What follows belongs to an exercise in optimizing a design on an open flow for small area, a short achievable clock period and few clock cycles per item; a production flow would make more cautious choices. In this exercise RTL edits were held to simulation tests only and were not proved equivalent to the original.

==> flow/design.v, too long to show whole: its modules and the start of the top module <==
// module md_datapath: 133 lines
// module md_bk36: 238 lines
// module md_mul16: 1459 lines
// module mult_div_unit: 127 lines
module mult_div_unit (
  input  logic        clk,
  input  logic        reset,
  input  logic        md_start,
  input  logic [3:0]  md_op,
  input  logic [31:0] md_rs_data,
  input  logic [31:0] md_rt_data,
  output logic        md_busy,
  output logic [31:0] md_hi,
  output logic [31:0] md_lo
);
  // ...
==> flow/flow/run.sh <==
#!/bin/bash
# Layout flow: the standard flow (standard.sh) in three parts.
#  1. The standard synthesis, unchanged, up to its netlist 1_2_yosys.v.
#  2. flow/invpush.py rewrites that netlist: it picks the polarity of each
#     sky130_fd_sc_hd__fa_1 full adder (a full adder with all inputs
#     complemented gives both outputs complemented) so that fewer
#     inverters are needed around the adders, and rebuilds the inverters.
#     Registers and every other cell are kept as they are; the original
#     netlist is kept as 1_2_yosys.orig.v here.
#  3. The rest of the standard flow from that netlist, with two changes:
#     - the buffers that global placement puts on every input and output
#       port are sky130_fd_sc_hd__buf_2 cells instead of the cell
#       buffer_ports picks by itself (clkdlybuf4s50_1, a slow delay buffer
#       twice the size);
#     - repair_timing (after CTS and after global routing) is asked for a
#       setup margin of 118.5 ns, so that it works on the paths that set
#       the achieved period (150 ns less the setup slack) instead of
#       stopping as soon as the 150 ns clock is met. The SDC is unchanged.
# make's full output goes to flow_make_*.log and invpush's to
# flow_invpush.log here; ORFS keeps each step's tool log under orfs/logs/.
set -euo pipefail
RES="$PWD/orfs/results/sky130hd/mult_div_unit/base"
bash standard.sh "$RES/1_2_yosys.v" > flow_make_1.log 2>&1
cp "$RES/1_2_yosys.v" 1_2_yosys.orig.v
python3 flow/invpush.py 1_2_yosys.orig.v "$RES/1_2_yosys.v" > flow_invpush.log 2>&1
bash standard.sh synth floorplan > flow_make_2.log 2>&1
export BUFFER_PORTS_ARGS="-buffer_cell sky130_fd_sc_hd__buf_2"
export SETUP_SLACK_MARGIN=118.5
bash standard.sh finish > flow_make_3.log 2>&1
==> flow/flow/invpush.py <==
#!/usr/bin/env python3
"""Removes inverters around full adders in a mapped Yosys netlist.

A full adder is self-dual: FA(~a, ~b, ~c) = (~cout, ~sum). Yosys's
extract_fa often picks the inverted form of an adder, which leaves
inverters between sky130_fd_sc_hd__fa_1 cells that ABC cannot remove (the
adders are already cells when ABC runs). This script chooses, for every
fa_1 cell, whether to use it as it is or flipped (all inputs and both
outputs complemented), so that as few inverters as possible are needed,
and rebuilds the inverters the chosen polarities need. Every net that
keeps its name keeps its value, and registers are not touched.

Usage: invpush.py IN.v OUT.v
"""
import random
import re
import sys

src = open(sys.argv[1]).read()
inst_re = re.compile(r'^[ \t]*(sky130_fd_sc_hd__\w+)\s+(\\\S+\s|\S+)\s*\((.*?)\);[ \t]*\n', re.S | re.M)
pin_re = re.compile(r'\.(\w+)\(([^()]*)\)')
OUTP = {'Y', 'X', 'SUM', 'COUT', 'Q', 'Q_N', 'HI', 'LO'}
CONST = {"1'h0": "1'h1", "1'h1": "1'h0", "1'b0": "1'b1", "1'b1": "1'b0"}

cells = {}
order = []
for m in inst_re.finditer(src):
    typ, name, body = m.group(1), m.group(2).strip(), m.group(3)
    cells[name] = (typ, {p: n.strip() for p, n in pin_re.findall(body)})
    order.append(name)

out_ports = set()
for m in re.finditer(r'^\s*output\s+(?:\[[^\]]*\]\s*)?(\S+)\s*;', src, re.M):
    out_ports.add(m.group(1))

def is_out_port(net):
    return net.split('[')[0].strip() in out_ports or net in out_ports

def is_inv(typ):
    return typ.startswith('sky130_fd_sc_hd__inv_')

drv = {}
for name, (typ, pins) in cells.items():
    for p, n in pins.items():
        if p in OUTP:
            drv[n] = name

# logical signals: root net and parity of every net
root, par = {}, {}
def resolve(n):
    if n in root:
        return root[n], par[n]
    d = drv.get(n)
    if d is not None and is_inv(cells[d][0]):
        r, q = resolve(cells[d][1]['A'])
        root[n], par[n] = r, q ^ 1
    else:
        root[n], par[n] = n, 0
    return root[n], par[n]

sys.setrecursionlimit(100000)
loads = {}     # root -> list of (cell, pin, parity)
for name, (typ, pins) in cells.items():
    if is_inv(typ):
        continue
    for p, n in pins.items():
        if p in OUTP:
            continue
        r, q = resolve(n)
        loads.setdefault(r, []).append((name, p, q))
classes = {}   # root -> {parity: [net names]}
for n in list(root):
    classes.setdefault(root[n], {0: [], 1: []})[par[n]].append(n)
for name, (typ, pins) in cells.items():
    for p, n in pins.items():
        r, q = resolve(n)
        classes.setdefault(r, {0: [], 1: []})
        if n not in classes[r][q]:
            classes[r][q].append(n)

fas = [n for n in order if cells[n][0] == 'sky130_fd_sc_hd__fa_1']
flip = {f: 0 for f in fas}
fa_in = {f: [resolve(cells[f][1][p])[0] for p in ('A', 'B', 'CIN')] for f in fas}
fa_out = {f: [cells[f][1][p] for p in ('COUT', 'SUM')] for f in fas}
drv_fa = {}
for f in fas:
    for z in fa_out[f]:
        drv_fa[z] = f
port_req = {}  # root -> set of parities needed by output ports
for r, cl in classes.items():
    for q in (0, 1):
        for n in cl[q]:
            if is_out_port(n):
                port_req.setdefault(r, set()).add(q)

def sig_cost(r):
    if r in CONST:
        return 0
    a = flip[drv_fa[r]] if r in drv_fa else 0
    need = set(port_req.get(r, ()))
    for (c, p, q) in loads.get(r, []):
        need.add(q ^ flip.get(c, 0) if c in flip else q)
    return 1 if (need - {a}) else 0

def local_sigs(f):
    return set(fa_in[f]) | set(fa_out[f])

def total():
    return sum(sig_cost(r) for r in loads.keys() | set(drv_fa))

before = sum(1 for t, _ in cells.values() if is_inv(t))
cur = total()
pass
best, best_flip = cur, dict(flip)
rng = random.Random(1)
steps = 400 * len(fas)
for k in range(steps):
    temp = 0.6 * (1 - k / steps) + 0.02
    f = fas[rng.randrange(len(fas))]
    sigs = local_sigs(f)
    c0 = sum(sig_cost(r) for r in sigs)
    flip[f] ^= 1
    c1 = sum(sig_cost(r) for r in sigs)
    d = c1 - c0
    if d <= 0 or rng.random() < pow(2.718, -d / temp):
        cur += d
        if cur < best:
            best, best_flip = cur, dict(flip)
    else:
        flip[f] ^= 1
flip = best_flip
pass

# rebuild: every signal gets a net for each parity it needs
cnt = [0]
def fresh(prefix):
    cnt[0] += 1
    return f'_{prefix}{cnt[0]}_'
netname = {}
def net_of(r, q):
    if r in CONST:
        return r if q == 0 else CONST[r]
    key = (r, q)
    if key not in netname:
        names = classes.get(r, {0: [], 1: []})[q]
        ports = [n for n in names if is_out_port(n)]
        if ports:
            netname[key] = ports[0]
        elif q == 0:
            netname[key] = r
        elif names:
            netname[key] = names[0]
        else:
            netname[key] = fresh('ipn')
    return netname[key]

new_cells = {}
new_order = []
needed = {}    # root -> set of parities needed
for name in order:
    typ, pins = cells[name]
    if is_inv(typ):
        continue
    np = {}
    for p, n in pins.items():
        if p in OUTP:
            np[p] = n
            continue
        r, q = resolve(n)
        if name in flip and flip[name]:
            q ^= 1
        np[p] = net_of(r, q)
        needed.setdefault(r, set()).add(q)
    new_cells[name] = (typ, np)
    new_order.append(name)
for r, qs in port_req.items():
    needed.setdefault(r, set()).update(qs)
# drivers: flipped adders drive the complement of their root signal
for f in fas:
    if flip[f]:
        typ, np = new_cells[f]
        for p in ('COUT', 'SUM'):
            np[p] = net_of(np[p], 1)
avail = {}
for name in new_order:
    typ, np = new_cells[name]
    for p, n in np.items():
        if p in OUTP:
            if name in flip and flip[name]:
                # n is net_of(root, 1)
                r = [k[0] for k, v in netname.items() if v == n and k[1] == 1][0]
                avail[r] = 1
            else:
                avail[n] = 0
for r, qs in needed.items():
    if r in CONST:
        continue
    a = avail.get(r, 0)
    for q in qs:
        if q != a:
            i = fresh('ipc')
            new_cells[i] = ('sky130_fd_sc_hd__inv_1', {'A': net_of(r, a), 'Y': net_of(r, q)})
            new_order.append(i)
after = sum(1 for t, _ in new_cells.values() if is_inv(t))

declared = set(re.findall(r'^\s*(?:wire|input|output|inout)\s+(?:\[[^\]]*\]\s*)?(\S+)\s*;', src, re.M))
used = {n for _, np in new_cells.values() for n in np.values()}
newwires = sorted(n for n in used if n.startswith('_ipn') and n not in declared)

ms = list(inst_re.finditer(src))
head, tail = src[:ms[0].start()], src[ms[-1].end():]
def q(n):
    return n + ' ' if n.startswith('\\') else n
out = [head]
for w in newwires:
    out.append(f'  wire {w};\n')
for name in new_order:
    typ, np = new_cells[name]
    conn = ',\n'.join(f'    .{p}({q(v)})' for p, v in np.items())
    out.append(f'  {typ} {q(name)} (\n{conn}\n  );\n')
out.append(tail)
open(sys.argv[2], 'w').write(''.join(out))
print(f'invpush: {len(fas)} adders, {sum(flip.values())} flipped; inverters {before} -> {after}',
      file=sys.stderr)
==> flow/standard.sh <==
#!/bin/bash
# synth_recipe.tcl (not shown) runs the flow's synth.tcl, then flattens the netlist and writes it again
# the make line also repeats each setting of config.mk as NAME=value (left out here)
make -C /OpenROAD-flow-scripts/flow DESIGN_CONFIG=/design/flow/config.mk WORK_HOME=/design/flow/orfs CLKGATE_MAP_FILE= SYNTH_SCRIPT=/design/flow/synth_recipe.tcl "${@:-finish}"
==> flow/config.mk <==
export PLATFORM = sky130hd
export DESIGN_NAME = mult_div_unit
export DESIGN_NICKNAME = mult_div_unit
export VERILOG_FILES = /design/flow/design.v
export SDC_FILE = /design/flow/constraint.sdc
export NUM_CORES = 4
export LEC_CHECK = 0
export ABC_AREA = 1
export CAP_MARGIN = 20
export CORE_MARGIN = 2
export CORE_UTILIZATION = 40
export SLEW_MARGIN = 20
==> flow/constraint.sdc <==
create_clock -name core_clock -period 150.0 [get_ports {clk}]
set_input_delay 30.0000 -clock core_clock [delete_from_list [all_inputs] [get_ports {clk}]]
set_output_delay 30.0000 -clock core_clock [all_outputs]
set_load 0.01 [all_outputs]
==> run_results.csv, run 1 <==
group,metric,value,unit
grt,grt_max_degree,75,
timing,slew_headroom,21.5,%
floorplanning,coreArea,76100,sq um
grt,grt_overflow,0,
grt,use_met2,53.7,%
finish,buffers_excl_clock,254,
timing,setup-tns-final,0,ns
hold_path,min_delay_path_depth,2,
finish,drive_above_1_share,8.92,%
clocking,worstSkewPairLatency,0.47,ns
run_status,outcome,"no timing/DRC/antenna violations",
worst_setup_path,critPathKind,"flop to output pin",
timing,layout_min_cycle_time,31.34,ns
floorplanning,nWellTaps,1030,
floorplanning,fp.dieW,282,um
finish,inv_count,459,
place,placed_area,32700,sq um
worst_setup_path,slowest_delay,0.65,ns
clocking,holdBufCountCts,0,
grt,grt.busiest_layer,"met2",
finish,seq_cells,143,
finish,n_clock_buffer,20,
clocking,postCtsSetupBuffers,1,
worst_setup_path,cp_num_buf_inv,1,
synth,synthesis.nets,4657,
finish,layout.nets,4667,
finish,clkCellAreaFrac,1.70,%
grt,grt_util_met1,47.4,%
timing,finalCritPeriodShare,20.9,%
Testbench counts, summed over its fixed seeds: cycles 8,616, ops 3,200.
==> inputs of run 2 (changes only) <==
==> flow/run.sh (new file) <==
#!/bin/bash
# synth_recipe.tcl (not shown) runs the flow's synth.tcl, then flattens the netlist and writes it again
# the make line also repeats each setting of config.mk as NAME=value (left out here)
make -C /OpenROAD-flow-scripts/flow DESIGN_CONFIG=/design/flow/config.mk WORK_HOME=/design/flow/orfs CLKGATE_MAP_FILE= SYNTH_SCRIPT=/design/flow/synth_recipe.tcl finish
removed: flow/flow/run.sh
removed: flow/flow/invpush.py
removed: flow/standard.sh
==> run 2 against run 1 <==
Still clean. Via count grew 1.5%. Count of clock-buffer cells in the layout shrank 3. Clock skew grew 0.00081 ns.
==> run_results.csv, run 2 <==
group,metric,value,unit
run_status,outcome,"no timing/DRC/antenna violations",
clocking,clkTransAtPathRegs,0.08,ns
clocking,postCtsSetupBuffers,0,
timing,slew_headroom,21.2,%
grt,grt_overflow,0,
timing,slew_viol_final,0,
finish,layout_common_cells,"643 x nand2_1, 577 x inv_1, 383 x xor2_1",
floorplanning,coreArea,77600,sq um
timing,skew,0.0161,ns
synth,synthTopCellsByCount,"646 x nand2_1, 579 x inv_1, 383 x xor2_1, 374 x fa_1, 320 x o21ai_0",
worst_setup_path,worst_ep_arrival_time,32.70,ns
timing,hold_viol_final,0,
floorplanning,fp.dieW,284,um
finish,final_common_cell,"nand2_1",
worst_setup_path,rr_worst_depth,75,
worst_setup_path,critPathCaptureType,"flop",
timing,rsz0062_at_grt,"false",
floorplanning,start_util,40.5,%
timing,fmax,30.9,MHz
synth,synth_edf_count,38,
finish,drive_above_1_share,5.57,%
clocking,ctsLongestPathBuffers,2,
synth,ys_types,66,
grt,grt_first_pass_wirelength,210000,um
timing,tightestPinTransition,1.18,ns
floorplanning,io_pins,136,
finish,syn2layout_area_growth,9.71,%
synth,ys_async_sr_fraction,0,%
hold_path,min_delay_path_depth,2,
drt,drt_iter0_markers,4125,
synth,seq_area_frac_synth,10.3,%
timing,setup-tns-final,0,ns
finish,biggestRegsByFlops,"a_q: 34 flops, b_q: 33 flops",
drt,avgViaCountPerCell,6.07,
worst_setup_path,required,150.34,ns
drt,vias,31900,
worst_setup_path,cp-start-kind,"input pin",
synth,ys_warn_count,2,
timing,holdWs,0.610,ns
finish,finalCoreUtilization,44.4,%
clocking,cts_buffers,17,
timing,finalCritPeriodShare,21.6,%
clocking,holdBufCountCts,0,
floorplanning,die-area,80700,sq um
synth,yosys.area.top_type_share,23.8,%
clocking,cts_sinks,143,
drt,drtAntennaViolNets,0,
finish,final-instance-count-excl-fill,5247,
synth,ys_ff_latch,143,
place,dpl.hpwl,112000,um
clocking,cts_root_buf,"clkbuf_16",
worst_setup_path,cp-startpoint,"md_op[1]",
synth,netlist_instances,4195,
drt,drcViolationCount,0,
place,placed_area,33800,sq um
drt,drt_pass1_iterations,8,
synth,syn_area,31400,sq um
worst_setup_path,reg2reg_from,"a_q[31]",
drt,drt_wl_total,144000,um
floorplanning,rows,102,
grt,grt_antenna_before_repair,7,
timing,finalWorstSetupSlack,117.65,ns
synth,synth.most_common_cell,"nand2_1",
clocking,cts_tree,"yes",
clocking,worstSkewPairLatency,0.48,ns
clocking,post_cts_resize_count,0,
synth,synth.area.top_cells,"fa_1 24%, xor2_1 11%, nand2_1 7.7%",
worst_setup_path,crit_path_max_fanout,39,
flow_run,drv_cap,0,
place,port_buffers,135,
timing,layout_min_cycle_time,32.35,ns
hold_path,hold_path.class,"flop to flop",
place,preCtsSetupSlack,117.32,ns
synth,synthesis.nets,4805,
synth,synthFlopType,"dfxtp_1",
hold_path,hp-start,"hi_q[14]",
worst_setup_path,critPathKind,"input pin to flop",
finish,regMostFlops,"a_q",
grt,grt_max_degree,68,
synth,syn-mean-instance-area,7.48,sq um
place,globalplace.congestion,1.01,
drt,routedWlPerCell,27.5,um
finish,largest_reg_flops,34,
clocking,cts_max_level,4,
timing,setup_viol,0,
place,dp_cells,5212,
finish,layout.nets,4801,
synth,yosysTopAreaCell,"fa_1",
grt,grt_pass1_vias,30200,
grt,grt_usage,35.2,%
floorplanning,fp.dieH,284,um
finish,design_area,34400,sq um
==> run 2: layer usage <==
layer  part of all wire, %  track usage (%)  vias up
li1                      -                -    14000
met1                    39             45.7    15500
met2                    43             52.3     1959
met3                    12             9.86      452
met4                   6.9             20.3        6
met5                 0.028                0        -
==> run 2: kinds of logic (layout without fill, tap and decap cells) <==
| kind of cell | after synthesis | count (layout) | share of synthesized area, % |
|---|---|---|---|
| muxes | 7 | 7 | 0.231 |
| adders and majority gates | 539 | 539 | 30.4 |
| other | 0 | 3 | 0 |
| xor gates and xnor gates | 450 | 450 | 12.9 |
| DFF | 143 | 143 | 10.3 |
| buffers and inverters | 870 | 879 | 10.8 |
| and+or+nand+nor | 1160 | 1160 | 15.5 |
| AOI/OAI and AO/OA | 1026 | 1026 | 19.9 |
==> run 2: final timing paths <==
| kind | slack (ns) | end |
|---|---|---|
| max | 117.65 | lo_q[28] |
| min | 0.61 | hi_q[14] |
| max reg2reg | 122.70 | hi_q[19] |
| min reg2reg | 0.61 | hi_q[14] |
==> run 2: critical path: stages <==
cell and delay (ns):
clkdlybuf4s50_1 0.52, inv_1 0.06, nor2_1 0.12, nand2_1 0.07, nand2_1 0.06, nand3_1 0.41
inv_1 0.60, buf_4 0.47, o211ai_1 0.16, a21oi_1 0.14, a211oi_1 0.06
==> run 2: area by class of cell <==
cell class / instances / area (sq um)
antenna: 3 / 7.51
clock buffer: 17 / 425
clock inverter: 15 / 190
fill: 8112 / 43200
inverter: 606 / 2280
multi-input combinational: 3182 / 24800
sequential: 143 / 3250
tap: 1040 / 1300
timing repair buffer: 241 / 2150

==> afterwards: timing with drivers on the ports <==
How much do the figures lean on ideal ports? The routed layouts below were timed once more, with nothing changed but the port constraints.
Step 1: set_driving_cell puts a clkbuf_16 on clk and a buf_2 on each other input, an assumption about the parent block.
Step 2 moves the port delays by t, midway between the first and last clock arrival at a register: inputs arrive t later, outputs are due t later. That takes back most of the time a late clock gives input paths.
a / b / c = ideal / step 1 / step 2; a / b = the first two.
run | t, ns | setup WS [ns] | worst register clock-pin slew, ns | pins driven straight from the clock port
run 1 | 0.516 | 118.658 / 118.601 / 118.192 | 0.08 / 0.08 | 1
run 2 | 0.531 | 117.647 / 117.684 / 117.153 | 0.08 / 0.08 | 1
After both steps setup and hold are still met in every run listed. For run 2, which loses most, drivers alone change the setup slack by +0.037 ns; drivers and shift together by -0.494 ns.
